Source: an optimization exercise on an open RTL-to-GDS flow (aim: a short achievable clock period and few clock cycles). Production flows keep margins and buffers that such runs may drop. In this exercise RTL edits were held to simulation tests only and were not proved equivalent to the original. Power figures rest on the tool's default switching activity, not on a simulated workload.

==> design/flow/design.v <==
`timescale 1ns/1ps
package coreTypes;
    typedef logic [31:0] wordT;         
    typedef logic [3:0]  regIndexT;     
    localparam regIndexT pcIndex = 4'd15;   
    localparam logic [3:0] opOr     = 4'd0;
    localparam logic [3:0] opAnd    = 4'd1;
    localparam logic [3:0] opAdd    = 4'd2;
    localparam logic [3:0] opMul    = 4'd3;
    localparam logic [3:0] opShl    = 4'd5;
    localparam logic [3:0] opLt     = 4'd6;
    localparam logic [3:0] opEq     = 4'd7;
    localparam logic [3:0] opGt     = 4'd8;
    localparam logic [3:0] opAndNot = 4'd9;
    localparam logic [3:0] opXor    = 4'd10;
    localparam logic [3:0] opSub    = 4'd11;
    localparam logic [3:0] opXnor   = 4'd12;
    localparam logic [3:0] opShr    = 4'd13;
    localparam logic [3:0] opNe     = 4'd14;
endpackage
`timescale 1ns/1ps
`timescale 1ns/1ps
module regFile (
    input  logic        clk,
    input  logic [3:0]  readX,
    input  logic [3:0]  readY,
    input  logic [3:0]  readZ,
    output logic [31:0] valueX,
    output logic [31:0] valueY,
    output logic [31:0] valueZ,
    input  logic        writeEn,
    input  logic [3:0]  writeIdx,
    input  logic [31:0] writeData
);
    logic [31:0] store [1:14];
    assign valueX = (readX == 4'd0 || readX == 4'd15) ? 32'd0 : store[readX];
    assign valueY = (readY == 4'd0 || readY == 4'd15) ? 32'd0 : store[readY];
    assign valueZ = (readZ == 4'd0 || readZ == 4'd15) ? 32'd0 : store[readZ];
    always_ff @(posedge clk) begin
        if (writeEn && writeIdx != 4'd0 && writeIdx != 4'd15) begin
            store[writeIdx] <= writeData;
        end
    end
endmodule
`timescale 1ns/1ps
module prefixAdd (
    input  logic [31:0] a,
    input  logic [31:0] b,
    input  logic        cin,
    output logic [31:0] sum,
    output logic        cout
);
    logic [31:0] p0, g0;
    logic [31:0] p1, g1, p2, g2, p3, g3, p4, g4, p5, g5;
    assign p0 = a ^ b;
    assign g0 = (a & b);
    genvar i;
    generate
        for (i = 0; i < 32; i = i + 1) begin : lv1
            if (i == 0) begin : z
                assign g1[i] = g0[0] | (p0[0] & cin);
                assign p1[i] = 1'b0;
            end else begin : n
                assign g1[i] = g0[i] | (p0[i] & ((i == 1) ? (g0[0] | (p0[0] & cin)) : g0[i-1]));
                assign p1[i] = p0[i] & ((i == 1) ? 1'b0 : p0[i-1]);
            end
        end
        for (i = 0; i < 32; i = i + 1) begin : lv2
            if (i < 2) begin : z
                assign g2[i] = g1[i];
                assign p2[i] = p1[i];
            end else begin : n
                assign g2[i] = g1[i] | (p1[i] & g1[i-2]);
                assign p2[i] = p1[i] & p1[i-2];
            end
        end
        for (i = 0; i < 32; i = i + 1) begin : lv3
            if (i < 4) begin : z
                assign g3[i] = g2[i];
                assign p3[i] = p2[i];
            end else begin : n
                assign g3[i] = g2[i] | (p2[i] & g2[i-4]);
                assign p3[i] = p2[i] & p2[i-4];
            end
        end
        for (i = 0; i < 32; i = i + 1) begin : lv4
            if (i < 8) begin : z
                assign g4[i] = g3[i];
                assign p4[i] = p3[i];
            end else begin : n
                assign g4[i] = g3[i] | (p3[i] & g3[i-8]);
                assign p4[i] = p3[i] & p3[i-8];
            end
        end
        for (i = 0; i < 32; i = i + 1) begin : lv5
            if (i < 16) begin : z
                assign g5[i] = g4[i];
                assign p5[i] = p4[i];
            end else begin : n
                assign g5[i] = g4[i] | (p4[i] & g4[i-16]);
                assign p5[i] = p4[i] & p4[i-16];
            end
        end
    endgenerate
    assign sum  = p0 ^ {g5[30:0], cin};
    assign cout = g5[31];
endmodule
module aluExec (
    input  logic [31:0] x,
    input  logic [31:0] b,
    input  logic [31:0] ad,
    input  logic        selOr,
    input  logic        selAnd,
    input  logic        selAndNot,
    input  logic        selXor,
    input  logic        selXnor,
    input  logic        useX,        
    input  logic        bPlain,      
    input  logic        bInv,        
    input  logic        isCmp,
    input  logic        selLt,
    input  logic        selGt,
    input  logic        selEq,
    input  logic        selNe,
    input  logic [31:0] next,
    input  logic [31:0] next2,
    output logic [31:0] result,
    output logic        flag,
    output logic        differs
);
    logic [31:0] logicVal;
    logic [31:0] bArith;
    logic [31:0] csaS;
    logic [31:0] csaM;
    logic [31:0] csaC;
    logic [31:0] arithSum;
    logic        arithCout;
    logic [31:0] logicSum;
    logic        logicCout;
    logic [31:0] cmpDiff;
    logic        noBorrow;
    logic        lt;
    logic        gt;
    logic        eq;
    logic [31:0] adM1;
    logic        adCout;
    logic [31:0] cmpVal;
    logic        arithIsNext;
    logic        logicIsNext;
    function automatic logic sumIs(input logic [31:0] a, input logic [31:0] c,
                                   input logic [31:0] k);
        logic [31:0] need;
        logic [31:0] carryOut;
        need     = a ^ c ^ k;
        carryOut = ((a ^ c) & ~k) | (a & c);
        sumIs    = (need[0] == 1'b0) && (need[31:1] == carryOut[30:0]);
    endfunction
    assign bArith = b ^ {32{bInv}};
    assign csaS   = x ^ bArith ^ ad;
    assign csaM   = (x & bArith) | (x & ad) | (bArith & ad);
    assign csaC   = {csaM[30:0], bInv};
    prefixAdd uArith (.a(csaS), .b(csaC), .cin(1'b0), .sum(arithSum), .cout(arithCout));
    assign logicVal = ({32{selOr}}     & (x | b)) |
                      ({32{selAnd}}    & (x & b)) |
                      ({32{selAndNot}} & (x & ~b)) |
                      ({32{selXor}}    & (x ^ b)) |
                      ({32{selXnor}}   & ~(x ^ b));
    prefixAdd uLogic (.a(logicVal), .b(ad), .cin(1'b0), .sum(logicSum), .cout(logicCout));
    prefixAdd uCmp (.a({~x[31], x[30:0]}), .b({b[31], ~b[30:0]}), .cin(1'b1),
                    .sum(cmpDiff), .cout(noBorrow));
    assign eq = (x == b);
    assign lt = ~noBorrow;
    assign gt = noBorrow & ~eq;
    assign flag = (selLt & lt) | (selGt & gt) | (selEq & eq) | (selNe & ~eq);
    prefixAdd uDec (.a(ad), .b(32'hFFFF_FFFF), .cin(1'b0), .sum(adM1), .cout(adCout));
    assign cmpVal = flag ? adM1 : ad;
    assign result = useX ? arithSum : isCmp ? cmpVal : logicSum;
    assign arithIsNext = sumIs(csaS, csaC, next);
    assign logicIsNext = sumIs(logicVal, ad, next);
    assign differs = useX  ? ~arithIsNext :
                     isCmp ? (flag ? (ad != next2) : (ad != next)) : ~logicIsNext;
endmodule
module csaLevel #(
    parameter int N = 3
) (
    input  logic [N*32-1:0]                  in,
    output logic [(2*(N/3)+(N%3))*32-1:0]    out
);
    genvar g;
    generate
        for (g = 0; g < N / 3; g = g + 1) begin : grp
            logic [31:0] a;
            logic [31:0] b;
            logic [31:0] c;
            logic [31:0] m;
            assign a = in[(3*g)*32 +: 32];
            assign b = in[(3*g+1)*32 +: 32];
            assign c = in[(3*g+2)*32 +: 32];
            assign m = (a & b) | (a & c) | (b & c);
            assign out[(2*g)*32 +: 32]   = a ^ b ^ c;
            assign out[(2*g+1)*32 +: 32] = {m[30:0], 1'b0};
        end
        for (g = 0; g < N % 3; g = g + 1) begin : pass
            assign out[(2*(N/3)+g)*32 +: 32] = in[(3*(N/3)+g)*32 +: 32];
        end
    endgenerate
endmodule
module aluSlow (
    input  logic [31:0] x,
    input  logic [31:0] b,
    input  logic        isMul,
    input  logic        isShl,
    output logic [31:0] part0,
    output logic [31:0] part1,
    output logic [31:0] part2,
    output logic [2:0]  late31
);
    logic        big;
    logic [31:0] shifted;
    logic [31:0] shiftRow;
    logic [17*32-1:0] rows;
    logic [12*32-1:0] l1;
    logic [8*32-1:0]  l2;
    logic [6*32-1:0]  l3;
    logic [4*32-1:0]  l4;
    logic [3*32-1:0]  l5;
    logic [31:0]      corr;
    assign big = |b[31:5];
    always_comb begin
        if (big)        shifted = 32'd0;
        else if (isShl) shifted = x << b[4:0];
        else            shifted = x >> b[4:0];
    end
    assign shiftRow = {32{~isMul}} & shifted;
    genvar i;
    generate
        for (i = 0; i < 16; i = i + 1) begin : booth
            logic        hi, mid, lo;
            logic        one, two, neg;
            logic [31:0] v;
            assign hi  = b[2*i+1];
            assign mid = b[2*i];
            if (i == 0) begin : first
                assign lo = 1'b0;
            end else begin : rest
                assign lo = b[2*i-1];
            end
            assign one = isMul & (mid ^ lo);
            assign two = isMul & ((hi & ~mid & ~lo) | (~hi & mid & lo));
            assign neg = isMul & hi & ~(mid & lo);
            assign v   = one ? x : two ? {x[30:0], 1'b0} : 32'd0;
            assign rows[i*32 +: 32] = (neg ? ~v : v) << (2 * i);
            assign corr[2*i]   = neg;
            assign corr[2*i+1] = 1'b0;
        end
    endgenerate
    assign rows[16*32 +: 32] = corr;
    csaLevel #(.N(17)) uL1 (.in(rows),           .out(l1));
    csaLevel #(.N(12)) uL2 (.in(l1),             .out(l2));
    csaLevel #(.N(9))  uL3 (.in({shiftRow, l2}), .out(l3));
    csaLevel #(.N(6))  uL4 (.in(l3),             .out(l4));
    csaLevel #(.N(4))  uL5 (.in(l4),             .out(l5));
    assign part0 = {^{l3[5*32+31], l3[4*32+31], l3[3*32+31], l3[2*32+31], l3[32+31], l3[31]},
                    l5[30:0]};
    assign part1 = {1'b0, l5[62:32]};
    assign part2 = {1'b0, l5[94:64]};
    assign late31 = {l4[3*32+31], l4[32+31], l5[32+31]};
endmodule
module slowSum (
    input  logic [31:0] part0,
    input  logic [31:0] part1,
    input  logic [31:0] part2,
    input  logic [2:0]  late31,
    input  logic [31:0] ad,
    output logic [31:0] result
);
    logic [4*32-1:0] rows;
    logic [3*32-1:0] l1;
    logic [2*32-1:0] l2;
    logic            cout;
    assign rows = {ad, part2, part1, part0};
    csaLevel #(.N(4)) uL1 (.in(rows), .out(l1));
    csaLevel #(.N(3)) uL2 (.in(l1),   .out(l2));
    logic [31:0] sum;
    prefixAdd uAdd (.a(l2[31:0]), .b(l2[63:32]), .cin(1'b0), .sum(sum), .cout(cout));
    assign result = {sum[31] ^ (^late31), sum[30:0]};
endmodule
`timescale 1ns/1ps
`timescale 1ns/1ps
module tinyCore (
    input  logic        clk,
    input  logic        reset_n,
    input  logic        halt,
    input  logic        trap,
    output logic [31:0] iAddr,
    input  logic [31:0] iData,
    output logic [31:0] dAddr,
    input  logic [31:0] dIn,
    output logic [31:0] dOut,
    output logic        memRw,
    output logic        strobe
);
    localparam logic [31:0] RESET_VECTOR   = 32'h0000_0000;
    localparam logic [31:0] VECTOR_BASE    = 32'h0000_0040;
    localparam logic [31:0] TRAMP_BOTTOM   = 32'h0000_00c8;
    localparam logic [31:0] TRAP_SAVE_ADDR = 32'h0000_0060;
    logic        running;
    logic [31:0] pcF;        
    logic        eValid;
    logic [31:0] eX, eB, eAd, eS;
    logic [31:0] ePc1, ePc2;
    logic        eSteered;
    logic        eFwdS;
    logic        eSelOr, eSelAnd, eSelAndNot, eSelXor, eSelXnor;
    logic        eUseX, eBPlain, eBInv;
    logic        eSelLt, eSelGt, eSelEq, eSelNe;
    logic        eIsCmp, eIsMul, eIsShl, eSlow, eAdZero;
    logic        eLoad, eStore, eJump, eThrow, eTrap, eWrites;
    logic [3:0]  eDest;
    logic        mValid;
    logic [31:0] mR, mP0, mP1, mP2, mAd, mStoreData;
    logic [2:0]  mLate31;
    logic        strobeQ, memRwQ;
    logic        mSlow, mLoad, mStore, mJump, mThrow, mTrap, mWrites;
    logic [3:0]  mDest;
    logic [31:0] r2;
    logic [31:0] mVal;
    logic        mHold;
    logic        redirectM;
    logic [31:0] targetM;
    slowSum uSum2 (.part0(mP0), .part1(mP1), .part2(mP2), .late31(mLate31), .ad(mAd),
                   .result(r2));
    assign mVal = mLoad ? dIn : mSlow ? r2 : mR;
    assign mHold     = mValid & ((mSlow & (mLoad | mStore)) | mThrow);
    assign redirectM = mValid & ((mJump & (mLoad | mSlow) & ~(mSlow & mLoad)) | mThrow);
    assign targetM   = mThrow ? dIn : mVal;
    assign dAddr  = strobeQ ? mR : eB;
    assign dOut   = mStoreData;
    assign memRw  = memRwQ;
    assign strobe = strobeQ;
    logic [31:0] x, b, ad;
    logic [31:0] fastR;
    logic [31:0] slow0, slow1, slow2;
    logic [2:0]  slowLate31;
    logic        eFlag;
    logic        differs;
    logic        taken;
    logic        redirectE;
    logic        eVecRead;
    logic [31:0] targetE;
    assign x  = eX;
    assign b  = eB;
    assign ad = eAd;
    aluExec uAlu (
        .x      (x),
        .b      (b),
        .ad     (ad),
        .selOr     (eSelOr),
        .selAnd    (eSelAnd),
        .selAndNot (eSelAndNot),
        .selXor    (eSelXor),
        .selXnor   (eSelXnor),
        .useX      (eUseX),
        .bPlain    (eBPlain),
        .bInv      (eBInv),
        .isCmp     (eIsCmp),
        .selLt     (eSelLt),
        .selGt     (eSelGt),
        .selEq     (eSelEq),
        .selNe     (eSelNe),
        .next      (ePc1),
        .next2     (ePc2),
        .result    (fastR),
        .flag      (eFlag),
        .differs(differs)
    );
    aluSlow uSlow (
        .x       (x),
        .b       (b),
        .isMul   (eIsMul),
        .isShl   (eIsShl),
        .part0   (slow0),
        .part1   (slow1),
        .part2   (slow2),
        .late31  (slowLate31)
    );
    assign taken     = eJump & ~eLoad & ~eSlow & ~eSteered & differs;
    assign eVecRead  = eValid & eThrow & ~strobeQ & ~mHold;
    assign redirectE = eValid & (taken | eTrap | eVecRead);
    assign targetE   = eTrap ? TRAMP_BOTTOM : eVecRead ? dIn : fastR;
    logic [31:0] ins;
    logic        dT, dK, dS, dD;
    logic [3:0]  dDest, dX, dY, dOp;
    logic [31:0] dImm;
    logic        dThrow;
    logic [31:0] pcF1;
    logic        pcF1Cout;
    logic [31:0] rfX, rfY, rfZ;
    logic [31:0] vX, vY, vZ;
    logic        prodX, prodY, prodZ;
    logic        hazard;
    logic        blockIrq;
    logic        haltQ, trapQ, savedQ;
    logic        eLate;
    logic        haltTake, trapTake;
    logic        dAccept;
    logic        dStall;
    logic        dCmpJump;
    logic        steer;
    logic [31:0] pcImm;
    logic [6:0]  pcLo;
    logic [5:0]  pcMidInc, pcMidDec;
    logic        shortJump;
    logic        rfWrite;
    assign ins    = iData;
    assign dT     = ins[31];
    assign dK     = ins[30];
    assign dS     = ins[29];
    assign dD     = ins[28];
    assign dDest  = ins[27:24];
    assign dX     = ins[23:20];
    assign dY     = ins[19:16];
    assign dOp    = ins[15:12];
    assign dImm   = {{20{ins[11]}}, ins[11:0]};
    assign dThrow = dT & dK;
    prefixAdd uPc1 (.a(pcF), .b(32'd0), .cin(1'b1), .sum(pcF1), .cout(pcF1Cout));
    assign rfWrite = reset_n & mValid & ~mHold & mWrites;
    regFile uRegs (
        .clk       (clk),
        .readX     (dX),
        .readY     (dY),
        .readZ     (dDest),
        .valueX    (rfX),
        .valueY    (rfY),
        .valueZ    (rfZ),
        .writeEn   (rfWrite),
        .writeIdx  (mDest),
        .writeData (mVal)
    );
    function automatic logic [31:0] readVal(input logic [3:0] r, input logic [31:0] rf,
                                            input logic [31:0] pc1, input logic mV,
                                            input logic mW, input logic [3:0] mD,
                                            input logic [31:0] mv);
        if (r == 4'd15)                     readVal = pc1;
        else if (r == 4'd0)                 readVal = 32'd0;
        else if (mV && mW && mD == r)       readVal = mv;
        else                                readVal = rf;
    endfunction
    assign vX = readVal(dX,    rfX, pcF1, mValid, mWrites, mDest, mVal);
    assign vY = readVal(dY,    rfY, pcF1, mValid, mWrites, mDest, mVal);
    assign vZ = readVal(dDest, rfZ, pcF1, mValid, mWrites, mDest, mVal);
    assign prodX = eValid & eWrites & (eDest == dX);
    assign prodY = eValid & eWrites & (eDest == dY);
    assign prodZ = eValid & eWrites & (eDest == dDest);
    assign eLate  = eLoad | eSlow;
    assign hazard = ~dThrow & eValid & (eLoad | eSlow) & (prodX | prodY);
    assign blockIrq = savedQ | (eValid & (eJump | eThrow | eTrap)) |
                      (mValid & ((mJump & (mLoad | mSlow)) | mThrow | mTrap));
    assign haltTake = running & haltQ & ~blockIrq;
    assign trapTake = running & ~haltQ & trapQ & ~blockIrq;
    assign pcLo     = {1'b0, pcF[5:0]} + {1'b0, ins[5:0]} + 7'd1;
    assign pcMidInc = pcF[11:6] + 6'd1;
    assign pcMidDec = pcF[11:6] - 6'd1;
    assign pcImm    = {pcF[31:12],
                       ins[11] ? (pcLo[6] ? pcF[11:6] : pcMidDec)
                               : (pcLo[6] ? pcMidInc : pcF[11:6]),
                       pcLo[5:0]};
    assign shortJump = (ins[11:6] == {6{ins[11]}}) &
                       (ins[11] ? (pcF[11:6] != 6'h00) : (pcF[11:6] != 6'h3F));
    assign dCmpJump = ~dThrow & ~dS & ~dD & dK & (dDest == 4'd15) & (dY == 4'd15) &
                      (dOp == coreTypes::opAnd) & (ins[11:0] != 12'd0);
    assign steer    = dCmpJump & prodX & eIsCmp & ~eLate & eAdZero & eFlag & shortJump;
    assign dStall  = mHold | (hazard & ~trapTake);
    assign dAccept = running & ~dStall & ~haltTake & ~redirectE & ~redirectM;
    assign iAddr = pcF;
    always_ff @(posedge clk) begin
        haltQ  <= halt;
        trapQ  <= trap;
        savedQ <= reset_n & mValid & mTrap;
    end
    always_ff @(posedge clk) begin
        if (!reset_n) begin
            running <= 1'b1;
            pcF     <= RESET_VECTOR;
            eValid  <= 1'b0;
            mValid  <= 1'b0;
            strobeQ <= 1'b0;
            memRwQ  <= 1'b0;
        end else begin
            if (!running || haltTake) begin
                pcF <= RESET_VECTOR;
            end else if (redirectM) begin
                pcF <= targetM;
            end else if (redirectE) begin
                pcF <= targetE;
            end else if (!dStall && !trapTake) begin
                pcF <= steer ? pcImm : pcF1;
            end
            if (haltTake) running <= 1'b0;
            else if (!running && !haltQ) running <= 1'b1;
            if (!mHold) begin
                mValid  <= eValid & ~redirectM;
                strobeQ <= eValid & ~redirectM & ~eSlow & (eStore | eLoad | eThrow);
                memRwQ  <= eValid & ~redirectM & ~eSlow & (eStore | eVecRead);
            end else begin
                strobeQ <= 1'b1;
                memRwQ  <= mThrow | mStore;
            end
            if (redirectM) begin
                eValid <= 1'b0;
            end else if (!mHold) begin
                eValid <= dAccept;
            end
        end
    end
    always_ff @(posedge clk) begin
        if (!mHold) begin
            mR         <= eVecRead ? TRAP_SAVE_ADDR : fastR;
            mP0        <= slow0;
            mP1        <= slow1;
            mP2        <= slow2;
            mLate31    <= slowLate31;
            mAd        <= ad;
            mStoreData <= eFwdS ? mVal : eS;
            mSlow      <= eSlow;
            mLoad      <= eLoad;
            mStore     <= eStore | eVecRead;
            mJump      <= eJump;
            mThrow     <= eThrow & ~eVecRead;
            mTrap      <= eTrap;
            mWrites    <= eWrites;
            mDest      <= eDest;
        end else if (mThrow) begin
            mR     <= TRAP_SAVE_ADDR;
            mThrow <= 1'b0;
            mStore <= 1'b1;
        end else begin
            mR    <= r2;
            mSlow <= 1'b0;
        end
    end
    always_ff @(posedge clk) begin
        if (!mHold) begin
            ePc1   <= pcF1;
            eSteered <= steer & ~trapTake;
            ePc2   <= pcF + 32'd2;
            eDest  <= dDest;
            eS     <= (trapTake | dThrow) ? pcF : (prodZ & ~eLate) ? fastR : vZ;
            eFwdS  <= ~trapTake & ~dThrow & prodZ & eLate;
            if (trapTake) begin
                eX      <= 32'd0;
                eB      <= TRAP_SAVE_ADDR;
                eAd     <= 32'd0;
                eSelOr     <= 1'b1;
                eSelAnd    <= 1'b0;
                eSelAndNot <= 1'b0;
                eSelXor    <= 1'b0;
                eSelXnor   <= 1'b0;
                eUseX      <= 1'b0;
                eBPlain    <= 1'b0;
                eBInv      <= 1'b0;
                eSelLt     <= 1'b0;
                eSelGt     <= 1'b0;
                eSelEq     <= 1'b0;
                eSelNe     <= 1'b0;
                eIsCmp  <= 1'b0;
                eAdZero <= 1'b1;
                eIsMul  <= 1'b0;
                eIsShl  <= 1'b0;
                eSlow   <= 1'b0;
                eLoad   <= 1'b0;
                eStore  <= 1'b1;
                eJump   <= 1'b0;
                eThrow  <= 1'b0;
                eTrap   <= 1'b1;
                eWrites <= 1'b0;
            end else if (dThrow) begin
                eX      <= 32'd0;
                eB      <= VECTOR_BASE | {27'd0, ins[4:0]};
                eAd     <= 32'd0;
                eSelOr     <= 1'b1;
                eSelAnd    <= 1'b0;
                eSelAndNot <= 1'b0;
                eSelXor    <= 1'b0;
                eSelXnor   <= 1'b0;
                eUseX      <= 1'b0;
                eBPlain    <= 1'b0;
                eBInv      <= 1'b0;
                eSelLt     <= 1'b0;
                eSelGt     <= 1'b0;
                eSelEq     <= 1'b0;
                eSelNe     <= 1'b0;
                eIsCmp  <= 1'b0;
                eAdZero <= 1'b1;
                eIsMul  <= 1'b0;
                eIsShl  <= 1'b0;
                eSlow   <= 1'b0;
                eLoad   <= 1'b0;
                eStore  <= 1'b0;
                eJump   <= 1'b0;
                eThrow  <= 1'b1;
                eTrap   <= 1'b0;
                eWrites <= 1'b0;
            end else begin
                eX      <= prodX ? fastR : vX;
                eB      <= dK ? dImm : prodY ? fastR : vY;
                eAd     <= dK ? (prodY ? fastR : vY) : dImm;
                eSelOr     <= dOp == coreTypes::opOr;
                eSelAnd    <= dOp == coreTypes::opAnd;
                eSelAndNot <= dOp == coreTypes::opAndNot;
                eSelXor    <= dOp == coreTypes::opXor;
                eSelXnor   <= dOp == coreTypes::opXnor;
                eUseX      <= dOp == coreTypes::opAdd || dOp == coreTypes::opSub;
                eBPlain    <= dOp == coreTypes::opAdd;
                eBInv      <= dOp == coreTypes::opSub;
                eSelLt     <= dOp == coreTypes::opLt;
                eSelGt     <= dOp == coreTypes::opGt;
                eSelEq     <= dOp == coreTypes::opEq;
                eSelNe     <= dOp == coreTypes::opNe;
                eIsCmp  <= dOp == coreTypes::opLt || dOp == coreTypes::opGt ||
                           dOp == coreTypes::opEq || dOp == coreTypes::opNe;
                eIsMul  <= dOp == coreTypes::opMul;
                eIsShl  <= dOp == coreTypes::opShl;
                eSlow   <= dOp == coreTypes::opMul || dOp == coreTypes::opShl ||
                           dOp == coreTypes::opShr;
                eAdZero <= dK ? (dY == 4'd0) : (ins[11:0] == 12'd0);
                eLoad   <= ~dS & dD;
                eStore  <= dS;
                eJump   <= ~dS & (dDest == 4'd15);
                eThrow  <= 1'b0;
                eTrap   <= 1'b0;
                eWrites <= ~dS & (dDest != 4'd15) & (dDest != 4'd0);
            end
        end
    end
endmodule
==> design/flow/flow/run.sh <==
#!/bin/bash
# The standard layout, with timing repair aimed below the clock period
# (a setup margin), so that the achieved period shrinks, and the port
# buffers made with a plain buffer cell.
set -uo pipefail
bash standard.sh SETUP_SLACK_MARGIN=11 "BUFFER_PORTS_ARGS=-buffer_cell sky130_fd_sc_hd__buf_4" finish > layout.log 2>&1
==> design/flow/standard.sh <==
#!/bin/bash
# synth_recipe.tcl (not shown) runs the flow's synth.tcl, then flattens the netlist and writes it again
# the make line also repeats each setting of config.mk as NAME=value (left out here)
make -C /OpenROAD-flow-scripts/flow DESIGN_CONFIG=/design/flow/config.mk WORK_HOME=/design/flow/orfs CLKGATE_MAP_FILE= SYNTH_SCRIPT=/design/flow/synth_recipe.tcl "${@:-finish}"
==> design/flow/config.mk <==
export PLATFORM = sky130hd
export DESIGN_NAME = tinyCore
export DESIGN_NICKNAME = tinyCore
export VERILOG_FILES = /design/flow/design.v
export SDC_FILE = /design/flow/constraint.sdc
export NUM_CORES = 4
export LEC_CHECK = 0
export CAP_MARGIN = 20
export CORE_MARGIN = 2
export CORE_UTILIZATION = 30
export SLEW_MARGIN = 20
==> design/flow/constraint.sdc <==
create_clock -name core_clock -period 16.0 [get_ports {clk}]
set_input_delay 3.2000 -clock core_clock [delete_from_list [all_inputs] [get_ports {clk}]]
set_output_delay 3.2000 -clock core_clock [all_outputs]
set_load 0.01 [all_outputs]
==> metrics.md, run 1 <==
| Metric | Value |
|---|---|
| Routed wire length | 395.6 mm |
| Sequential Power Share | 0.280 |
| Area grow syn2layout | 26.35% |
| Yosys top cell by area | edfxtp_1 |
| Power per cell area | 117.9 mW/mm2 |
| Pin count of the biggest net entering global routing | just under 100 |
| Dpl hpwl | about 270 mm |
| GRT overflow | 0 |
| Core Util, Final | 0.3811 |
| Clk latency of the worst-skew pair | 800 ps |
| Nets | between 8000 and 9000 |
| Vias per std cell | 6.144 |
| DR iter-0 viols | 10890 |
| Antenna-violating nets left | 0 |
| Worst Path Arrival | 2100 ps |
| Cts bufs inserted | 105 |
| CTS sink cnt | 900 |
| Worst Hold Class | flip-flop to flip-flop |
| # rows | 184 |
| Worst VDD drop | 0.00008712 V |
| Main area contributors after synthesis | edfxtp_1 33%, fa_1 9.3%, mux4_2 7.6% |
| Final period util | 0.3311 |
| Count of cell types in the netlist | 100 |
| Most used DFF post-synth | edfxtp_1 |
| Antenna violations before repair | 31 |
| Net load switching power | 4.894 mW |
| Largest family of logic cells by synthesized area | compound AO/OA/AOI/OAI gates |
| Comb power frac | 0.493 |
| H-Tree Depth | 3 |
| Vias in the first global route | 65880 |
| Worst Max-Slew Pin Slew | 1387 ps |
| FF+latch area | 0.02630 mm2 |
| IO Port Bufs | 165 |
| CTS clk-pin slew, worst paths | 60 ps |
| Die width | roughly 510 um |
| Final Max Tran Viols | 0 |
| CTS tree | done |
| Rel. slew slack | 0.06891 |
| Max_cap viols | 0 |
| Top cell type's share of synthesized area | 0.3275 |
| Clk buf depth | 3 |
| Post-Synth Simple-Gate Area | 0.09517 |
| Fmax | ~0.19 GHz |
| Crit path launch type | flip-flop |
| Required time worst endpoint | 12800 ps |
| # DRC | 0 |
| GRT Total Usage | 0.2904 |
| GP Congestion | 1.030 |
| Sw Ratio | 0.4332 |
| Final hold vios | 0 |
| Yosys warns | 4 |
| Share of layout cells above drive strength 1 | 0.2570 |
| Cell internal pwr | 6.404 mW |
| CP Capture Type | output port |
| WL per Instance | 35.09 um |
| Root Driver | clkbuf_16 |
| Placed instance area | 0.08175 mm2 |
| Final clock skew | between 50 and 60 ps |
| Final setup viols | 0 |
| Post-synth EDFFs | approximately 830 |
| Crit-path max FO | 8 |
| Design Area, Final | 0.09581 mm2 |
| RSZ-0062 raised after global routing | true |
| Setup TNS | 0 ps |
| Die area | 0.2568 mm2 |
| Post-synthesis compound-gate area fraction | 0.1547 |
| IO Count | approximately 170 |
| Area of the multi-input gates | between 0.04 and 0.05 mm2 |
| Syn_nets | 8104 |
| Die height | 506.8 um |
| Cells after Synth | 7367 |
| Starting density of the core | 0.3016 |
| Mux contribution to synthesized area | 0.1308 |
| Post-synthesis sequential area ratio | 0.3468 |
| Pleak | 37.00 nW |
| Clk pwr share | 0.227 |
| Post-Synth Adder-Cell Area | 0.1453 |
| Status | timing/DRC/antenna clean |
| Vias | ~69000 |
| CP Class | flip-flop to output port |
| Synth top cells by count | 827 x edfxtp_1, 577 x nand2_1, 558 x inv_1 |
| Drt pass-1 iters | 7 |
| FF+latch count, synth | 900 |
| Post-Synth XOR/XNOR Area | 0.07069 |
| Cell Area, Synth | 0.07583 mm2 |
| Global-route wire length before repair | 528.2 mm |
| Syn_area_per_cell | 10.29 um2 |
| # fillers | 24460 |
| Final worst path period need | 5297 ps |
| Post-synth ARST share | 0 |
| Cell with the most instances after synthesis | edfxtp_1 |
| Core Area | 0.2514 mm2 |
cell usage in the layout (no fill, tap or decap), types with 32 or more instances in the layout:
cell type	netlist	layout
edfxtp_1	827	827
buf_4	2	630
nand2_1	577	544
inv_1	558	502
xnor2_1	476	455
nor2_1	463	438
a21oi_1	420	357
mux2i_1	351	339
fa_1	353	316
o21ai_0	461	308
ha_1	316	271
mux4_2	257	257
a22oi_1	243	222
clkbuf_16	0	136
xor2_1	136	129
o21ai_1	13	107
a211oi_1	140	100
buf_6	4	76
buf_12	0	76
nand3_1	83	68
dfxtp_1	73	68
nor3_1	85	67
o211ai_1	64	64
o22ai_1	63	63
a21o_1	63	60
a21oi_2	0	51
nand4_1	47	47
or3_1	48	46
nand2b_1	46	45
a221oi_2	1	45
o31ai_1	46	42
clkinvlp_4	0	37
fa_2	0	37
buf_16	0	34
o21ai_4	0	33
mux2_2	55	33
bufbuf_16	0	33
ha_4	0	32
path summary, 6_finish.rpt:
check          start   endpoint  slack, ps  cells past startpoint
min            haltQ    running        420                      1
max reg2reg   mP2[2]     eS[30]      10840                     20
min reg2reg    haltQ    running        420                      1
max          strobeQ  dAddr[29]      10700                      4
sequential cells by signal (all words and copies together), names as in the netlist, 20 cells and up:
register,cells
mStoreData,32
mP1,30
pcF,32
ePc2,32
mP2,20
eB,32
uRegs.store,448
ePc1,32
eAd,32
eS,32
mP0,32
mR,32
eX,32
mAd,32
metrics by stage:
step	hold slack (ps)	setup slack [ps]	total power [mW]	instances
2_1_floorplan	381.5	10560	5.645	7367
4_1_cts	426.2	10740	10.69	11060
3_3_place_gp	407.0	8561	7.514	10580
6_report	422.6	10700	11.30	11280
3_5_place_dp	412.0	8798	7.524	10580
5_1_grt	435.6	10700	11.59	11270
layer usage:
layer,share of wire,routed length (um),GRT usage,up-vias
met5,0.00060,237,0,-
met4,0.084,33160,0.1938,22
met3,0.12,46840,0.07462,1333
met2,0.44,174900,0.4488,5319
met1,0.36,140500,0.3571,34720
li1,-,-,-,27890
timing repair:
| action | CTS | global route |
|---|---|---|
| buffers inserted | 222 | 178 |
| pin swaps | 68 | 213 |
| setup endpoints to repair | 498 | 262 |
| hold buffers | 0 | 0 |
| resized for setup | 668 | 464 |
| gates cloned | 58 | 29 |
layout make-up:
cell class                 instances  share of cell area
multi-input combinational       5356              0.5148
sequential                       900              0.2745
timing repair buffer             894              0.1050
tap                             3348             0.04372
clock buffer                     135             0.02989
inverter                         571             0.02424
clock inverter                    61            0.007587
antenna                           11           0.0002873
worst max-delay path, stage by stage (launching register included):
cell     delay (ps)
dfxtp_4         450
buf_8           180
buf_16          160
o21ai_4         350
buf_6           170
power by group through the flow:
stage | clock, mW | combinational [mW] | sequential, mW
CTS | 2.57 | 4.96 | 3.15
detailed placement | 0 | 4.29 | 3.23
global placement | 0 | 4.29 | 3.23
floorplan | 0 | 2.52 | 3.12
global route | 2.67 | 5.75 | 3.17
finish | 2.56 | 5.57 | 3.16
logic make-up after synthesis:
logic type	after synthesis
buffers and inverters	1120
multiplexers	663
XOR/XNOR	612
flip-flops	900
AO/OA/AOI/OAI	1828
adder cells (fa/ha/maj)	669
other	1
AND/OR/NAND/NOR	1574
Testbench counts, summed over its fixed seeds: cycles 72,677.
==> run 2, diff against run 1 <==
--- a/design/flow/design.v
+++ b/design/flow/design.v
@@ -334,7 +334,7 @@
     assign mHold     = mValid & ((mSlow & (mLoad | mStore)) | mThrow);
     assign redirectM = mValid & ((mJump & (mLoad | mSlow) & ~(mSlow & mLoad)) | mThrow);
     assign targetM   = mThrow ? dIn : mVal;
-    assign dAddr  = strobeQ ? mR : eB;
+    assign dAddr  = mR;
     assign dOut   = mStoreData;
     assign memRw  = memRwQ;
     assign strobe = strobeQ;
@@ -346,7 +346,6 @@
     logic        differs;
     logic        taken;
     logic        redirectE;
-    logic        eVecRead;
     logic [31:0] targetE;
     assign x  = eX;
     assign b  = eB;
@@ -385,9 +384,8 @@
         .late31  (slowLate31)
     );
     assign taken     = eJump & ~eLoad & ~eSlow & ~eSteered & differs;
-    assign eVecRead  = eValid & eThrow & ~strobeQ & ~mHold;
-    assign redirectE = eValid & (taken | eTrap | eVecRead);
-    assign targetE   = eTrap ? TRAMP_BOTTOM : eVecRead ? dIn : fastR;
+    assign redirectE = eValid & (taken | eTrap);
+    assign targetE   = eTrap ? TRAMP_BOTTOM : fastR;
     logic [31:0] ins;
     logic        dT, dK, dS, dD;
     logic [3:0]  dDest, dX, dY, dOp;
@@ -501,7 +499,7 @@
             if (!mHold) begin
                 mValid  <= eValid & ~redirectM;
                 strobeQ <= eValid & ~redirectM & ~eSlow & (eStore | eLoad | eThrow);
-                memRwQ  <= eValid & ~redirectM & ~eSlow & (eStore | eVecRead);
+                memRwQ  <= eValid & ~redirectM & ~eSlow & eStore;
             end else begin
                 strobeQ <= 1'b1;
                 memRwQ  <= mThrow | mStore;
@@ -515,7 +513,7 @@
     end
     always_ff @(posedge clk) begin
         if (!mHold) begin
-            mR         <= eVecRead ? TRAP_SAVE_ADDR : fastR;
+            mR         <= fastR;
             mP0        <= slow0;
             mP1        <= slow1;
             mP2        <= slow2;
@@ -524,9 +522,9 @@
             mStoreData <= eFwdS ? mVal : eS;
             mSlow      <= eSlow;
             mLoad      <= eLoad;
-            mStore     <= eStore | eVecRead;
+            mStore     <= eStore;
             mJump      <= eJump;
-            mThrow     <= eThrow & ~eVecRead;
+            mThrow     <= eThrow;
             mTrap      <= eTrap;
             mWrites    <= eWrites;
             mDest      <= eDest;
==> metrics.md, run 2 <==
| Metric | Value |
|---|---|
| Status | timing/DRC/antenna clean |
| Rel. slew slack | 0.1960 (+0.1271) |
| CP Class | input pin to flip-flop |
| Vias | 67570 (-2.5%) |
| DP Worst Slack | 8628 ps (-169.7 ps) |
| Worst Path Arrival | 5520 ps (+3420 ps) |
| Global-route wire length before repair | 489.0 mm (-7.4%) |
| Crit path launch type | input pin |
| Root Driver | clkbuf_16 |
| Design Area, Final | 0.09307 mm2 (-2.9%) |
| # rows | 184 (unchanged) |
| Power Total | 11.29 mW (about the same) |
| CTS sink cnt | 900 (unchanged) |
| Sw Ratio | 0.4329 (about the same) |
| Power per cell area | 121.3 mW/mm2 (+2.9%) |
| Final clock skew | 93.52 ps (+40.52 ps) |
| Clk pwr share | 0.224 (-0.003) |
| Comb power frac | 0.486 (-0.007) |
| Clk latency of the worst-skew pair | 810 ps (about the same) |
| Max reg flops | 448 (unchanged) |
| Syn_nets | 8059 (-0.56%) |
| Cell with the most instances after synthesis | edfxtp_1 |
| Cell internal pwr | 6.405 mW (about the same) |
| Antenna violations before repair | 10 (-68%) |
| Share of layout cells above drive strength 1 | 0.2284 (-0.02867) |
| Die height | 506.4 um (about the same) |
| Cells after Synth | 7322 (-0.61%) |
| Worst Max-Slew Pin Slew | 1197 ps (-189.9 ps) |
| Pin count of the biggest net entering global routing | 159 (+64%) |
| GP Congestion | 1.037 (+0.61%) |
| Pleak | 35.87 nW (-3.1%) |
| Largest reg by FF count | uRegs.store |
| Fmax | 0.1981 GHz (+5.0%) |
| Max_cap viols | 0 (unchanged) |
| Die width | 506.4 um (about the same) |
| GRT Total Usage | 0.2638 (-0.02658) |
| Worst Hold Class | flip-flop to flip-flop |
| Min Hold Slack | 426.5 ps (+3.907 ps) |
| FF-to-FF Start | eX[17] |
| Yosys warns | 4 (unchanged) |
| Reg2reg end | eX[27] |
| Hold depth | 1 (unchanged) |
| Most frequent cells in the layout | 827 x edfxtp_1, 566 x buf_4, 498 x nand2_1, 498 x inv_1, 481 x xnor2_1 |
| Final Max Tran Viols | 0 (unchanged) |
| Core Area | 0.2512 mm2 (about the same) |
| Hold wc startpoint | haltQ |
| Post-synth EDFFs | 827 (unchanged) |
| Final worst path period need | 5047 ps (-250.0 ps) |
| Nets | 8408 (-1.8%) |
| Yosys top cell by area | edfxtp_1 |
| Routed wire length | 361.7 mm (-8.6%) |
| Most used DFF post-synth | edfxtp_1 |
| WL per Instance | 32.57 um (-7.2%) |
| Top cell type's share of synthesized area | 0.3280 (+0.0004654) |
| Final hold vios | 0 (unchanged) |
| IO Count | 166 (unchanged) |
| Drt pass-1 iters | 7 (unchanged) |
| Starting density of the core | 0.3015 (about the same) |
| FF+latch count, synth | 900 (unchanged) |
| RSZ-0062 raised after global routing | true |
| Required time worst endpoint | 16480 ps (+3680 ps) |
| Vias per std cell | 6.084 (-0.98%) |
| Worst reg2reg path depth | 18 (-10%) |
| Commonest non-fill, non-tap cell in the layout | edfxtp_1 |
| Crit-path max FO | 16 (+8) |
| Synth top cells by count | 827 x edfxtp_1, 549 x inv_1, 520 x nand2_1 |
| Syn_area_per_cell | 10.34 um2 (+0.47%) |
| # DRC | 0 (unchanged) |
| Cts bufs inserted | 101 (-3.8%) |
| GRT overflow | 0 (unchanged) |
| H-Tree Depth | 3 (unchanged) |
| Dpl hpwl | 244.8 mm (-8.0%) |
| Cell Area, Synth | 0.07572 mm2 (-0.14%) |
| Antenna-violating nets left | 0 (unchanged) |
| IO Port Bufs | 165 (unchanged) |
| Core Util, Final | 0.3706 (-0.01055) |
| CTS tree | done |
| DR iter-0 viols | 10470 (-3.9%) |
| Count of cell types in the netlist | 95 (-5.0%) |
| Area grow syn2layout | 22.92% |
| Net load switching power | 4.889 mW (-0.11%) |
| Post-synth ARST share | 0 (unchanged) |
| CP Capture Type | flip-flop |
| Final setup viols | 0 (unchanged) |
| DP Cell Count | 10500 (-0.75%) |
| Placed instance area | 0.08117 mm2 (-0.70%) |
| Main area contributors after synthesis | edfxtp_1 33%, fa_1 9.3%, mux4_2 7.2% |
| Clk buf depth | 3 (unchanged) |
| CTS clk-pin slew, worst paths | 70 ps (about the same) |
| Final period util | 0.3155 (-0.01563) |
| Final Instance Count excl. Fillers | 11110 (-1.5%) |
| Die area | 0.2564 mm2 (-0.14%) |
| Sequential Power Share | 0.290 (+0.010) |
| Setup TNS | 0 ps (unchanged) |
| Worst VDD drop | 0.0001073 V (+23%) |
| Fin worst setup slack | 10950 ps (+250.0 ps) |
| Post-synthesis sequential area ratio | 0.3473 (+0.0004928) |
| Reg2Reg Setup Slack | 10960 ps (+120 ps) |
| Hold Crit Endpoint | running |
| Vias in the first global route | 64090 (-2.7%) |
## run 2: repair_timing
item,in CTS,in global routing
pin swaps,68,180
hold buffers,0,0
buffers inserted,153,187
endpoints found under the setup margin,454,229
gates resized for setup,421,408
gates cloned,43,30
## run 2: cell type report
class,count,area (um2)
repair buffers,780,8637
diodes,2,5.005
fillers,24250,158100
clock inverters,75,945.9
well taps,3348,4189
clock buffers,112,2579
flip-flops and latches,900,26310
multi-input cells,5326,48150
inverters,561,2251
repair inverters,1,7.507
## run 2: power groups by stage
stage / combinational, mW / clock (mW) / sequential, mW
after floorplan: 2.62 / 0 / 3.17
after global placement: 4.35 / 0 / 3.32
after detailed placement: 4.37 / 0 / 3.33
after CTS: 4.92 / 2.55 / 3.26
after global routing: 5.70 / 2.64 / 3.27
final: 5.49 / 2.53 / 3.27
## run 2: worst max path at each step
stage              start       to  depth (start not counted)
2_1_floorplan  iData[16]   eAd[8]                         11
3_3_place_gp   iData[20]   eX[17]                         10
3_5_place_dp   iData[20]   eX[17]                         10
4_1_cts           mP0[2]  eAd[30]                         17
5_1_grt           mP0[8]  eAd[19]                         19
6_report       iData[17]  eAd[22]                          9
## run 2: routing by layer
metal  vias to the layer above  global-route usage  wire [um]
li1                      27530                   -          -
met1                     33690              0.3375     131300
met2                      5124              0.4032     157100
met3                      1213             0.05706      42430
met4                         8              0.1693      30840
met5                         -                   0         47
## run 2: cell families after synthesis
logic type,Yosys count,share of synthesized area
other,1,0.00004952
adder cells (fa/ha/maj),669,0.1455
multiplexers,651,0.1271
buffers and inverters,1101,0.05534
XOR/XNOR,622,0.07194
AO/OA/AOI/OAI,1792,0.1553
AND/OR/NAND/NOR,1586,0.09749
flip-flops,900,0.3473
## run 2: critical path, stage by stage
cell and delay, ps:
buf_16 180, buf_16 160, mux4_2 300, mux4_2 500, nand2_2 110, o21ai_1 80, a222oi_1 550, a21oi_2 190
a21o_1 220
Testbench counts of run 2, summed over its fixed seeds: cycles 73,641.
==> run 3, diff against run 2 <==
--- a/design/flow/design.v
+++ b/design/flow/design.v
@@ -310,7 +310,6 @@
     logic [31:0] eX, eB, eAd, eS;
     logic [31:0] ePc1, ePc2;
     logic        eSteered;
-    logic        eFwdS;
     logic        eSelOr, eSelAnd, eSelAndNot, eSelXor, eSelXnor;
     logic        eUseX, eBPlain, eBInv;
     logic        eSelLt, eSelGt, eSelEq, eSelNe;
@@ -334,7 +333,7 @@
     assign mHold     = mValid & ((mSlow & (mLoad | mStore)) | mThrow);
     assign redirectM = mValid & ((mJump & (mLoad | mSlow) & ~(mSlow & mLoad)) | mThrow);
     assign targetM   = mThrow ? dIn : mVal;
-    assign dAddr  = mR;
+    assign dAddr  = strobeQ ? mR : eB;
     assign dOut   = mStoreData;
     assign memRw  = memRwQ;
     assign strobe = strobeQ;
@@ -346,6 +345,7 @@
     logic        differs;
     logic        taken;
     logic        redirectE;
+    logic        eVecRead;
     logic [31:0] targetE;
     assign x  = eX;
     assign b  = eB;
@@ -384,8 +384,9 @@
         .late31  (slowLate31)
     );
     assign taken     = eJump & ~eLoad & ~eSlow & ~eSteered & differs;
-    assign redirectE = eValid & (taken | eTrap);
-    assign targetE   = eTrap ? TRAMP_BOTTOM : fastR;
+    assign eVecRead  = eValid & eThrow & ~strobeQ & ~mHold;
+    assign redirectE = eValid & (taken | eTrap | eVecRead);
+    assign targetE   = eTrap ? TRAMP_BOTTOM : eVecRead ? dIn : fastR;
     logic [31:0] ins;
     logic        dT, dK, dS, dD;
     logic [3:0]  dDest, dX, dY, dOp;
@@ -394,8 +395,9 @@
     logic [31:0] pcF1;
     logic        pcF1Cout;
     logic [31:0] rfX, rfY, rfZ;
-    logic [31:0] vX, vY, vZ;
-    logic        prodX, prodY, prodZ;
+    logic [31:0] vX, vY;
+    logic        prodX, prodY;
+    logic [31:0] storeVal;
     logic        hazard;
     logic        blockIrq;
     logic        haltQ, trapQ, savedQ;
@@ -427,7 +429,7 @@
         .clk       (clk),
         .readX     (dX),
         .readY     (dY),
-        .readZ     (dDest),
+        .readZ     (eDest),
         .valueX    (rfX),
         .valueY    (rfY),
         .valueZ    (rfZ),
@@ -446,10 +448,8 @@
     endfunction
     assign vX = readVal(dX,    rfX, pcF1, mValid, mWrites, mDest, mVal);
     assign vY = readVal(dY,    rfY, pcF1, mValid, mWrites, mDest, mVal);
-    assign vZ = readVal(dDest, rfZ, pcF1, mValid, mWrites, mDest, mVal);
     assign prodX = eValid & eWrites & (eDest == dX);
     assign prodY = eValid & eWrites & (eDest == dY);
-    assign prodZ = eValid & eWrites & (eDest == dDest);
     assign eLate  = eLoad | eSlow;
     assign hazard = ~dThrow & eValid & (eLoad | eSlow) & (prodX | prodY);
     assign blockIrq = savedQ | (eValid & (eJump | eThrow | eTrap)) |
@@ -471,6 +471,7 @@
     assign dStall  = mHold | (hazard & ~trapTake);
     assign dAccept = running & ~dStall & ~haltTake & ~redirectE & ~redirectM;
     assign iAddr = pcF;
+    assign storeVal = readVal(eDest, rfZ, ePc1, mValid, mWrites, mDest, mVal);
     always_ff @(posedge clk) begin
         haltQ  <= halt;
         trapQ  <= trap;
@@ -499,7 +500,7 @@
             if (!mHold) begin
                 mValid  <= eValid & ~redirectM;
                 strobeQ <= eValid & ~redirectM & ~eSlow & (eStore | eLoad | eThrow);
-                memRwQ  <= eValid & ~redirectM & ~eSlow & eStore;
+                memRwQ  <= eValid & ~redirectM & ~eSlow & (eStore | eVecRead);
             end else begin
                 strobeQ <= 1'b1;
                 memRwQ  <= mThrow | mStore;
@@ -513,18 +514,18 @@
     end
     always_ff @(posedge clk) begin
         if (!mHold) begin
-            mR         <= fastR;
+            mR         <= eVecRead ? TRAP_SAVE_ADDR : fastR;
             mP0        <= slow0;
             mP1        <= slow1;
             mP2        <= slow2;
             mLate31    <= slowLate31;
             mAd        <= ad;
-            mStoreData <= eFwdS ? mVal : eS;
+            mStoreData <= (eThrow | eTrap) ? eS : storeVal;
             mSlow      <= eSlow;
             mLoad      <= eLoad;
-            mStore     <= eStore;
+            mStore     <= eStore | eVecRead;
             mJump      <= eJump;
-            mThrow     <= eThrow;
+            mThrow     <= eThrow & ~eVecRead;
             mTrap      <= eTrap;
             mWrites    <= eWrites;
             mDest      <= eDest;
@@ -543,8 +544,7 @@
             eSteered <= steer & ~trapTake;
             ePc2   <= pcF + 32'd2;
             eDest  <= dDest;
-            eS     <= (trapTake | dThrow) ? pcF : (prodZ & ~eLate) ? fastR : vZ;
-            eFwdS  <= ~trapTake & ~dThrow & prodZ & eLate;
+            eS     <= pcF;
             if (trapTake) begin
                 eX      <= 32'd0;
                 eB      <= TRAP_SAVE_ADDR;
==> metrics.md, run 3 <==
| Metric | Value |
|---|---|
| Die height | 508.8 um (+0.48%) |
| Share of layout cells above drive strength 1 | 0.2588 (+0.03040) |
| Worst reg2reg path depth | 17 (-1) |
| # rows | 185 (+0.54%) |
| Post-synth EDFFs | 825 (-0.24%) |
| CP Capture Type | output port |
| Worst VDD drop | 0.0001140 V (+6.3%) |
| Final clock skew | 82.12 ps (-11.40 ps) |
| Main area contributors after synthesis | edfxtp_1 32%, fa_1 9.2%, mux4_2 7.5% |
| GRT Total Usage | 0.3117 (+0.04788) |
| Final worst path period need | 5381 ps (+333.0 ps) |
| Clk buf depth | 3 (unchanged) |
| CP max-delay cell | dfxtp_4 |
| Met2 wire len | 176.5 mm (+12%) |
| Reg2reg end | mP0[31] |
| Dpl hpwl | 288.9 mm (+18%) |
| Max_cap viols | 0 (unchanged) |
| Vias per std cell | 6.290 (+3.4%) |
| Cell Area, Synth | 0.07645 mm2 (+0.96%) |
| Starting density of the core | 0.3014 (about the same) |
| Die width | 508.8 um (+0.48%) |
| Final setup viols | 0 (unchanged) |
| Hold wc startpoint | eJump |
| Drt pass-1 iters | 7 (unchanged) |
| CTS Hold Bufs | 0 (unchanged) |
| DP Cell Count | 10740 (+2.2%) |
| Rel. slew slack | 0.1304 (-0.06567) |
| Commonest non-fill, non-tap cell in the layout | edfxtp_1 |
| Met3 Routed Length | 54.27 mm (+28%) |
| Final Instance Count excl. Fillers | 11470 (+3.3%) |
| Final period util | 0.3363 (+0.02081) |
| GP Congestion | 1.047 (+0.98%) |
| CTS sink cnt | 902 (+0.22%) |
| Pleak | 37.31 nW (+4.0%) |
| Worst Hold Class | flip-flop to flip-flop |
| Metal-1 WL | 150.7 mm (+15%) |
| CTS tree | done |
| Status | timing/DRC/antenna clean |
| Worst Path Arrival | 2180 ps (-3340 ps) |
| Crit path launch type | flip-flop |
| Largest reg by FF count | uRegs.store |
| Synth top cells by count | 825 x edfxtp_1, 566 x inv_1, 566 x nand2_1 |
| Antenna-violating nets left | 0 (unchanged) |
| FF-to-FF Start | eB[16] |
| Required time worst endpoint | 12800 ps (-3680 ps) |
| Hold depth | 0 (-1) |
| WL per Instance | 37.01 um (+14%) |
| Crit-path max FO | 15 (-1) |
| IO Count | 166 (unchanged) |
| Routed wire length | 424.4 mm (+17%) |
| Worst Max-Slew Pin Slew | 1295 ps (+98.40 ps) |
| Count of cell types in the netlist | 98 (+3.2%) |
| FF+latch count, synth | 902 (+0.22%) |
| Area grow syn2layout | 26.85% |
| IO Port Bufs | 165 (unchanged) |
| CP max stage delay | 440 ps (-110 ps) |
| Crit-path cells | clkbuf_16 -> buf_12 -> o21ai_4 -> buf_6 |
| Most used DFF post-synth | edfxtp_1 |
| Yosys top cell by area | edfxtp_1 |
| Vias in the first global route | 67200 (+4.8%) |
| Top cell type's share of synthesized area | 0.3240 (-0.003920) |
| CP Class | flip-flop to output port |
| Reg2Reg Setup Slack | 10870 ps (-90 ps) |
| Global-route wire length before repair | 561.0 mm (+15%) |
| Core Area | 0.2537 mm2 (+1.0%) |
| Yosys warns | 4 (unchanged) |
| Setup TNS | 0 ps (unchanged) |
| Vias | 72130 (+6.8%) |
| Die area | 0.2589 mm2 (+0.96%) |
| Top Metal Used | met5 |
| Post-synth ARST share | 0 (unchanged) |
| GRT overflow | 0 (unchanged) |
| DR iter-0 viols | 12000 (+15%) |
| Final Max Tran Viols | 0 (unchanged) |
| Antenna violations before repair | 43 (+33) |
| Syn_nets | 8243 (+2.3%) |
| Nets | 8713 (+3.6%) |
| Hold Crit Endpoint | mJump |
| Power per cell area | 120.4 mW/mm2 (-0.76%) |
| # DRC | 0 (unchanged) |
| Fmax | 0.1859 GHz (-6.2%) |
| H-Tree Depth | 3 (unchanged) |
| Cts bufs inserted | 105 (+4.0%) |
| Cells after Synth | 7506 (+2.5%) |
| Post-synthesis sequential area ratio | 0.3442 (-0.003057) |
| Clk latency of the worst-skew pair | 820 ps (about the same) |
| Final hold vios | 0 (unchanged) |
| Max reg flops | 448 (unchanged) |
| Root Driver | clkbuf_16 |
| Syn_area_per_cell | 10.19 um2 (-1.5%) |
| RSZ-0062 raised after global routing | true |
| Cell with the most instances after synthesis | edfxtp_1 |
| Most frequent cells in the layout | 825 x edfxtp_1, 632 x buf_4, 523 x nand2_1 |
| Pin count of the biggest net entering global routing | 108 (-32%) |
| CTS clk-pin slew, worst paths | 70 ps (about the same) |
run 3: worst max-delay path by stage:
stage | from | endpoint | slack (ps) | cells past startpoint
after global routing | strobeQ | dAddr[6] | 10650 | 5
after CTS | strobeQ | dAddr[5] | 10670 | 3
after global placement | iData[16] | eB[0] | 7900 | 12
final | strobeQ | dAddr[30] | 10620 | 4
after floorplan | iData[22] | pcF[22] | 10530 | 12
after detailed placement | iData[16] | eB[0] | 7910 | 12
run 3: metal layers:
metal	vias up	global-route usage
li1	28490	-
met1	36060	0.3810
met2	5999	0.4527
met3	1553	0.09931
met4	26	0.2445
met5	-	0
run 3: final cells by class:
type                    count  area (um2)
multi-input cells        5465       50000
inverters                 577        2372
well taps                3366        4212
clock buffers             125        2723
repair buffers            923       10240
repair inverters            2       20.02
fillers                 24710      156700
clock inverters            75       988.4
diodes                     32       80.08
flip-flops and latches    902       26340
run 3: power by group:
group	switching, mW	internal [mW]	total, mW
sequential	0.201	2.95	3.15
combinational	3.83	2.04	5.87
clock	1.15	1.51	2.66
run 3: cells by family after synthesis:
logic type               Yosys count  share of synthesized area
other                              1                 0.00004905
XOR/XNOR                         596                    0.06828
buffers and inverters           1143                    0.05671
flip-flops                       902                     0.3442
multiplexers                     631                     0.1251
AND/OR/NAND/NOR                 1730                     0.1045
AO/OA/AOI/OAI                   1834                     0.1570
adder cells (fa/ha/maj)          669                     0.1442
run 3: through the flow:
step / total power [mW] / hold WS [ps] / worst slack (ps) / area [um2] / utilization
2_1_floorplan: 5.657 / 381.5 / 10530 / 77590 / -
3_3_place_gp: 7.770 / 479.2 / 7901 / 82390 / 0.3248
3_5_place_dp: 7.785 / 477.7 / 7912 / 82430 / 0.3249
4_1_cts: 11.01 / 486.3 / 10670 / 92440 / 0.3644
5_1_grt: 11.90 / 499.5 / 10650 / 96920 / 0.3820
6_report: 11.68 / 481.9 / 10620 / 96980 / 0.3823
run 3: timing repair:
| item | 4_1_cts | 5_1_grt |
|---|---|---|
| pin swaps | 119 | 259 |
| gates resized for setup | 656 | 483 |
| buffers inserted | 215 | 204 |
| endpoints found under the setup margin | 570 | 298 |
| cloned | 53 | 24 |
run 3: critical path, delay by kind of cell, from the launching register on:
kind	cells	cell delay, ps
DFF	1	440
AOI/OAI and AO/OA	1	320
buffers and inverters	3	590
Testbench counts of run 3, summed over its fixed seeds: cycles 72,677.
==> run 4, diff against run 3 <==
--- a/design/flow/design.v
+++ b/design/flow/design.v
@@ -318,6 +318,8 @@
     logic [3:0]  eDest;
     logic        mValid;
     logic [31:0] mR, mP0, mP1, mP2, mAd, mStoreData;
+    logic [31:0] mRNext, eBNext, dAddrQ;
+    logic        strobeNext;
     logic [2:0]  mLate31;
     logic        strobeQ, memRwQ;
     logic        mSlow, mLoad, mStore, mJump, mThrow, mTrap, mWrites;
@@ -333,7 +335,7 @@
     assign mHold     = mValid & ((mSlow & (mLoad | mStore)) | mThrow);
     assign redirectM = mValid & ((mJump & (mLoad | mSlow) & ~(mSlow & mLoad)) | mThrow);
     assign targetM   = mThrow ? dIn : mVal;
-    assign dAddr  = strobeQ ? mR : eB;
+    assign dAddr  = dAddrQ;
     assign dOut   = mStoreData;
     assign memRw  = memRwQ;
     assign strobe = strobeQ;
@@ -472,6 +474,20 @@
     assign dAccept = running & ~dStall & ~haltTake & ~redirectE & ~redirectM;
     assign iAddr = pcF;
     assign storeVal = readVal(eDest, rfZ, ePc1, mValid, mWrites, mDest, mVal);
+    assign mRNext = !mHold  ? (eVecRead ? TRAP_SAVE_ADDR : fastR) :
+                    mThrow  ? TRAP_SAVE_ADDR : r2;
+    assign eBNext = mHold    ? eB :
+                    trapTake ? TRAP_SAVE_ADDR :
+                    dThrow   ? (VECTOR_BASE | {27'd0, ins[4:0]}) :
+                    dK       ? dImm :
+                    prodY    ? fastR : vY;
+    assign strobeNext = !mHold ? (eValid & ~redirectM & ~eSlow & (eStore | eLoad | eThrow))
+                               : 1'b1;
+    always_ff @(posedge clk) begin
+        mR     <= mRNext;
+        eB     <= eBNext;
+        dAddrQ <= strobeNext ? mRNext : eBNext;
+    end
     always_ff @(posedge clk) begin
         haltQ  <= halt;
         trapQ  <= trap;
@@ -499,10 +515,10 @@
             else if (!running && !haltQ) running <= 1'b1;
             if (!mHold) begin
                 mValid  <= eValid & ~redirectM;
-                strobeQ <= eValid & ~redirectM & ~eSlow & (eStore | eLoad | eThrow);
+                strobeQ <= strobeNext;
                 memRwQ  <= eValid & ~redirectM & ~eSlow & (eStore | eVecRead);
             end else begin
-                strobeQ <= 1'b1;
+                strobeQ <= strobeNext;
                 memRwQ  <= mThrow | mStore;
             end
             if (redirectM) begin
@@ -514,7 +530,6 @@
     end
     always_ff @(posedge clk) begin
         if (!mHold) begin
-            mR         <= eVecRead ? TRAP_SAVE_ADDR : fastR;
             mP0        <= slow0;
             mP1        <= slow1;
             mP2        <= slow2;
@@ -530,11 +545,9 @@
             mWrites    <= eWrites;
             mDest      <= eDest;
         end else if (mThrow) begin
-            mR     <= TRAP_SAVE_ADDR;
             mThrow <= 1'b0;
             mStore <= 1'b1;
         end else begin
-            mR    <= r2;
             mSlow <= 1'b0;
         end
     end
@@ -547,7 +560,6 @@
             eS     <= pcF;
             if (trapTake) begin
                 eX      <= 32'd0;
-                eB      <= TRAP_SAVE_ADDR;
                 eAd     <= 32'd0;
                 eSelOr     <= 1'b1;
                 eSelAnd    <= 1'b0;
@@ -574,7 +586,6 @@
                 eWrites <= 1'b0;
             end else if (dThrow) begin
                 eX      <= 32'd0;
-                eB      <= VECTOR_BASE | {27'd0, ins[4:0]};
                 eAd     <= 32'd0;
                 eSelOr     <= 1'b1;
                 eSelAnd    <= 1'b0;
@@ -601,7 +612,6 @@
                 eWrites <= 1'b0;
             end else begin
                 eX      <= prodX ? fastR : vX;
-                eB      <= dK ? dImm : prodY ? fastR : vY;
                 eAd     <= dK ? (prodY ? fastR : vY) : dImm;
                 eSelOr     <= dOp == coreTypes::opOr;
                 eSelAnd    <= dOp == coreTypes::opAnd;
==> metrics.md, run 4 <==
| Metric | Value |
|---|---|
| Setup TNS | 0 ps (unchanged) |
| Post-synthesis sequential area ratio | 0.3471 (+0.002894) |
| Yosys warns | 4 (unchanged) |
| Max_cap viols | 0 (unchanged) |
| CTS tree | done |
| Pleak | 36.23 nW (-2.9%) |
| Main area contributors after synthesis | edfxtp_1 31%, fa_1 9.2%, mux4_2 7.5% |
| Largest reg by FF count | uRegs.store |
| CP Capture Type | flip-flop |
| DP Cell Count | 10710 (-0.24%) |
| Worst Hold Class | flip-flop to flip-flop |
| Post-synth EDFFs | 793 (-3.9%) |
| Worst Max-Slew Pin Slew | 1080 ps (-214.8 ps) |
| Dpl hpwl | 267.0 mm (-7.6%) |
| Drt pass-1 iters | 6 (-1) |
| Die area | 0.2599 mm2 (+0.37%) |
| Fmax | 0.1938 GHz (+4.3%) |
| Crit-path cells | buf_16 -> buf_16 -> mux4_2 -> mux4_2 -> mux2_4 -> a221oi_4 -> buf_6 -> a211oi_2 -> a21oi_2 -> nor2_1 -> mux2_2 |
| CP startpoint | iData[17] |
| Hold wc startpoint | haltQ |
| Vias | 68810 (-4.6%) |
| CP max stage delay | 510 ps (+70 ps) |
| Hold depth | 1 (+1) |
| Final setup viols | 0 (unchanged) |
| CTS clk-pin slew, worst paths | 60 ps (about the same) |
| CTS Hold Bufs | 0 (unchanged) |
| # DRC | 0 (unchanged) |
| IO Port Bufs | 165 (unchanged) |
| Final clock skew | 83.02 ps (+0.8925 ps) |
| GRT overflow | 0 (unchanged) |
| Cells after Synth | 7500 (-0.080%) |
| Fin worst setup slack | 10840 ps (+220.8 ps) |
| Final period util | 0.3225 (-0.01380) |
| Worst VDD drop | 0.00009838 V (-14%) |
| Final worst path period need | 5160 ps (-220.8 ps) |
| Synth top cells by count | 793 x edfxtp_1, 575 x nor2_1, 559 x inv_1 |
| Crit path launch type | input pin |
| Cell with the most instances after synthesis | edfxtp_1 |
| Worst reg2reg path depth | 19 (+2) |
| Share of layout cells above drive strength 1 | 0.2328 (-0.02594) |
| Syn_area_per_cell | 10.23 um2 (+0.45%) |
| Required time worst endpoint | 16670 ps (+3870 ps) |
| Syn_nets | 8237 (-0.073%) |
| Nets | 8561 (-1.7%) |
| Pin count of the biggest net entering global routing | 88 (-19%) |
| CP Class | input pin to flip-flop |
| Reg2Reg Setup Slack | 10970 ps (+100 ps) |
| Cts bufs inserted | 110 (+4.8%) |
| Crit-path max FO | 35 (+20) |
| IO Count | 166 (unchanged) |
| Worst Path Arrival | 5830 ps (+3650 ps) |
| Power Total | 11.27 mW (-3.5%) |
| RSZ-0062 raised after global routing | true |
| Yosys top cell by area | edfxtp_1 |
| H-Tree Depth | 3 (unchanged) |
| Final Max Tran Viols | 0 (unchanged) |
| Most frequent cells in the layout | 793 x edfxtp_1, 575 x buf_4, 548 x nor2_1 |
| Rel. slew slack | 0.2798 (+0.1494) |
| Die width | 509.8 um (+0.19%) |
| Reg2reg end | mStoreData[21] |
| DR iter-0 viols | 10070 (-16%) |
| Routed wire length | 387.2 mm (-8.8%) |
| Root Driver | clkbuf_16 |
| Vias in the first global route | 65970 (-1.8%) |
| Power per cell area | 119.7 mW/mm2 (-0.60%) |
| Post-synth ARST share | 0 (unchanged) |
| Core Area | 0.2542 mm2 (+0.18%) |
| # rows | 185 (unchanged) |
| Clk latency of the worst-skew pair | 810 ps (about the same) |
| Count of cell types in the netlist | 106 (+8.2%) |
| FF-to-FF Start | mP2[16] |
| WL per Instance | 34.29 um (-7.4%) |
| Clk buf depth | 3 (unchanged) |
| Final Instance Count excl. Fillers | 11290 (-1.5%) |
| Area grow syn2layout | 22.74% |
| CTS sink cnt | 934 (+3.5%) |
| FF+latch count, synth | 934 (+3.5%) |
| Commonest non-fill, non-tap cell in the layout | edfxtp_1 |
| Vias per std cell | 6.093 (-3.1%) |
| DP Worst Slack | 8549 ps (+636.5 ps) |
| Die height | 509.8 um (+0.19%) |
| Antenna violations before repair | 29 (-33%) |
| Hold Crit Endpoint | running |
| Final hold vios | 0 (unchanged) |
| Most used DFF post-synth | edfxtp_1 |
| CP max-delay cell | mux4_2 |
| Starting density of the core | 0.3019 (+0.0005735) |
| Status | timing/DRC/antenna clean |
| GRT Total Usage | 0.2845 (-0.02723) |
| Global-route wire length before repair | 523.7 mm (-6.6%) |
| Cell Area, Synth | 0.07674 mm2 (+0.37%) |
| Top cell type's share of synthesized area | 0.3103 (-0.01373) |
| Antenna-violating nets left | 0 (unchanged) |
| Max reg flops | 448 (unchanged) |
| GP Congestion | 1.016 (-2.9%) |
## run 4: logic make-up (layout without fill, tap and decap cells)
logic type,count (synthesis),in the layout,synth area share
AO/OA/AOI/OAI,1848,1848,0.1592
AND/OR/NAND/NOR,1694,1700,0.1020
buffers and inverters,1125,1539,0.05576
flip-flops,934,934,0.3471
adder cells (fa/ha/maj),669,669,0.1436
multiplexers,618,618,0.1225
XOR/XNOR,611,611,0.06974
other,1,9,0.00004887
## run 4: how the worst max path moves through the flow
stage                   endpoint  slack, ps  cells past startpoint
2_1_floorplan  uRegs.store[5][0]      10460                      4
3_3_place_gp               eX[6]       8540                      9
3_5_place_dp               eX[6]       8550                      9
4_1_cts           mStoreData[27]      10890                     17
5_1_grt                dAddrQ[2]      10840                     11
6_report               dAddrQ[2]      10840                     11
## run 4: metrics by stage
stage / util / hold WS [ps] / area, um2
final: 0.3706 / 432.1 / 94190
after CTS: 0.3583 / 448.9 / 91060
after global placement: 0.3243 / 404.9 / 82430
after floorplan: - / 392.2 / 77860
after detailed placement: 0.3244 / 423.7 / 82450
after global routing: 0.3705 / 470.6 / 94170
## run 4: final cells by class
cell class	count	area [um2]
timing repair buffer	755	7951
clock buffer	132	2885
tap	3366	4212
clock inverter	76	843.3
inverter	576	2331
fill	24810	160000
antenna	8	20.02
sequential	934	26750
multi-input combinational	5447	49200
## run 4: report_power, final
part | switching [mW] | leakage (nW) | total [mW] | internal (mW)
clock network | 1.18 | 1.80 | 2.66 | 1.48
logic | 3.48 | 25.2 | 5.36 | 1.88
registers | 0.216 | 9.26 | 3.26 | 3.04
total | 4.87 | 36.2 | 11.3 | 6.40
## run 4: what timing repair did
action,CTS,global route
pin swaps,92,147
hold endpoints to repair,0,0
buffers inserted,182,125
resized for setup,516,331
endpoints found under the setup margin,463,209
gates cloned,39,19
## run 4: per-layer routing
layer,track usage,part of all wire,vias to the layer above
met5,0,0.00031,-
met2,0.4433,0.44,4828
met3,0.06485,0.10,1345
met4,0.2017,0.093,22
met1,0.3472,0.36,34550
li1,-,-,28070
## run 4: worst max-delay path: cells and delay by family
family,cells,cell delay (ps)
buf+inv,3,590
simple gates,1,60
mux,4,1380
compound gates,3,460
Testbench counts of run 4, summed over its fixed seeds: cycles 72,677.

## port drivers added, routing unchanged
In the flow no input, the clock included, has a driving cell. The finished layouts below were timed again as built, in two steps. Step 1, drivers: a clkbuf_16 drives clk and a buf_2 each remaining input, both assumed. Step 2 also shifts input and output timing later by t, the mid clock arrival at the registers, as if the neighbouring blocks saw the same clock. a / b / c = no drivers / after step 1 / after step 2; a / b = the first two.
run | t, ns | slack for setup (ns) | hold slack, ns | worst setup path after step 2 | worst register clock-pin slew, ns
run 1 | 0.863 | 10.703 / 10.610 / 9.898 | 0.423 / 0.423 / 0.423 | input to register | 0.08 / 0.08
run 2 | 0.846 | 10.953 / 10.736 / 9.891 | 0.426 / 0.426 / 0.426 | input to register | 0.07 / 0.07
run 3 | 0.875 | 10.620 / 10.526 / 9.771 | 0.482 / 0.482 / 0.482 | input to register | 0.07 / 0.07
run 4 | 0.863 | 10.840 / 10.646 / 9.783 | 0.432 / 0.432 / 0.432 | input to register | 0.08 / 0.08
After both steps every run listed still meets setup and hold. For run 2, which loses most, drivers alone change the setup slack by -0.217 ns; drivers and shift together by -1.062 ns.
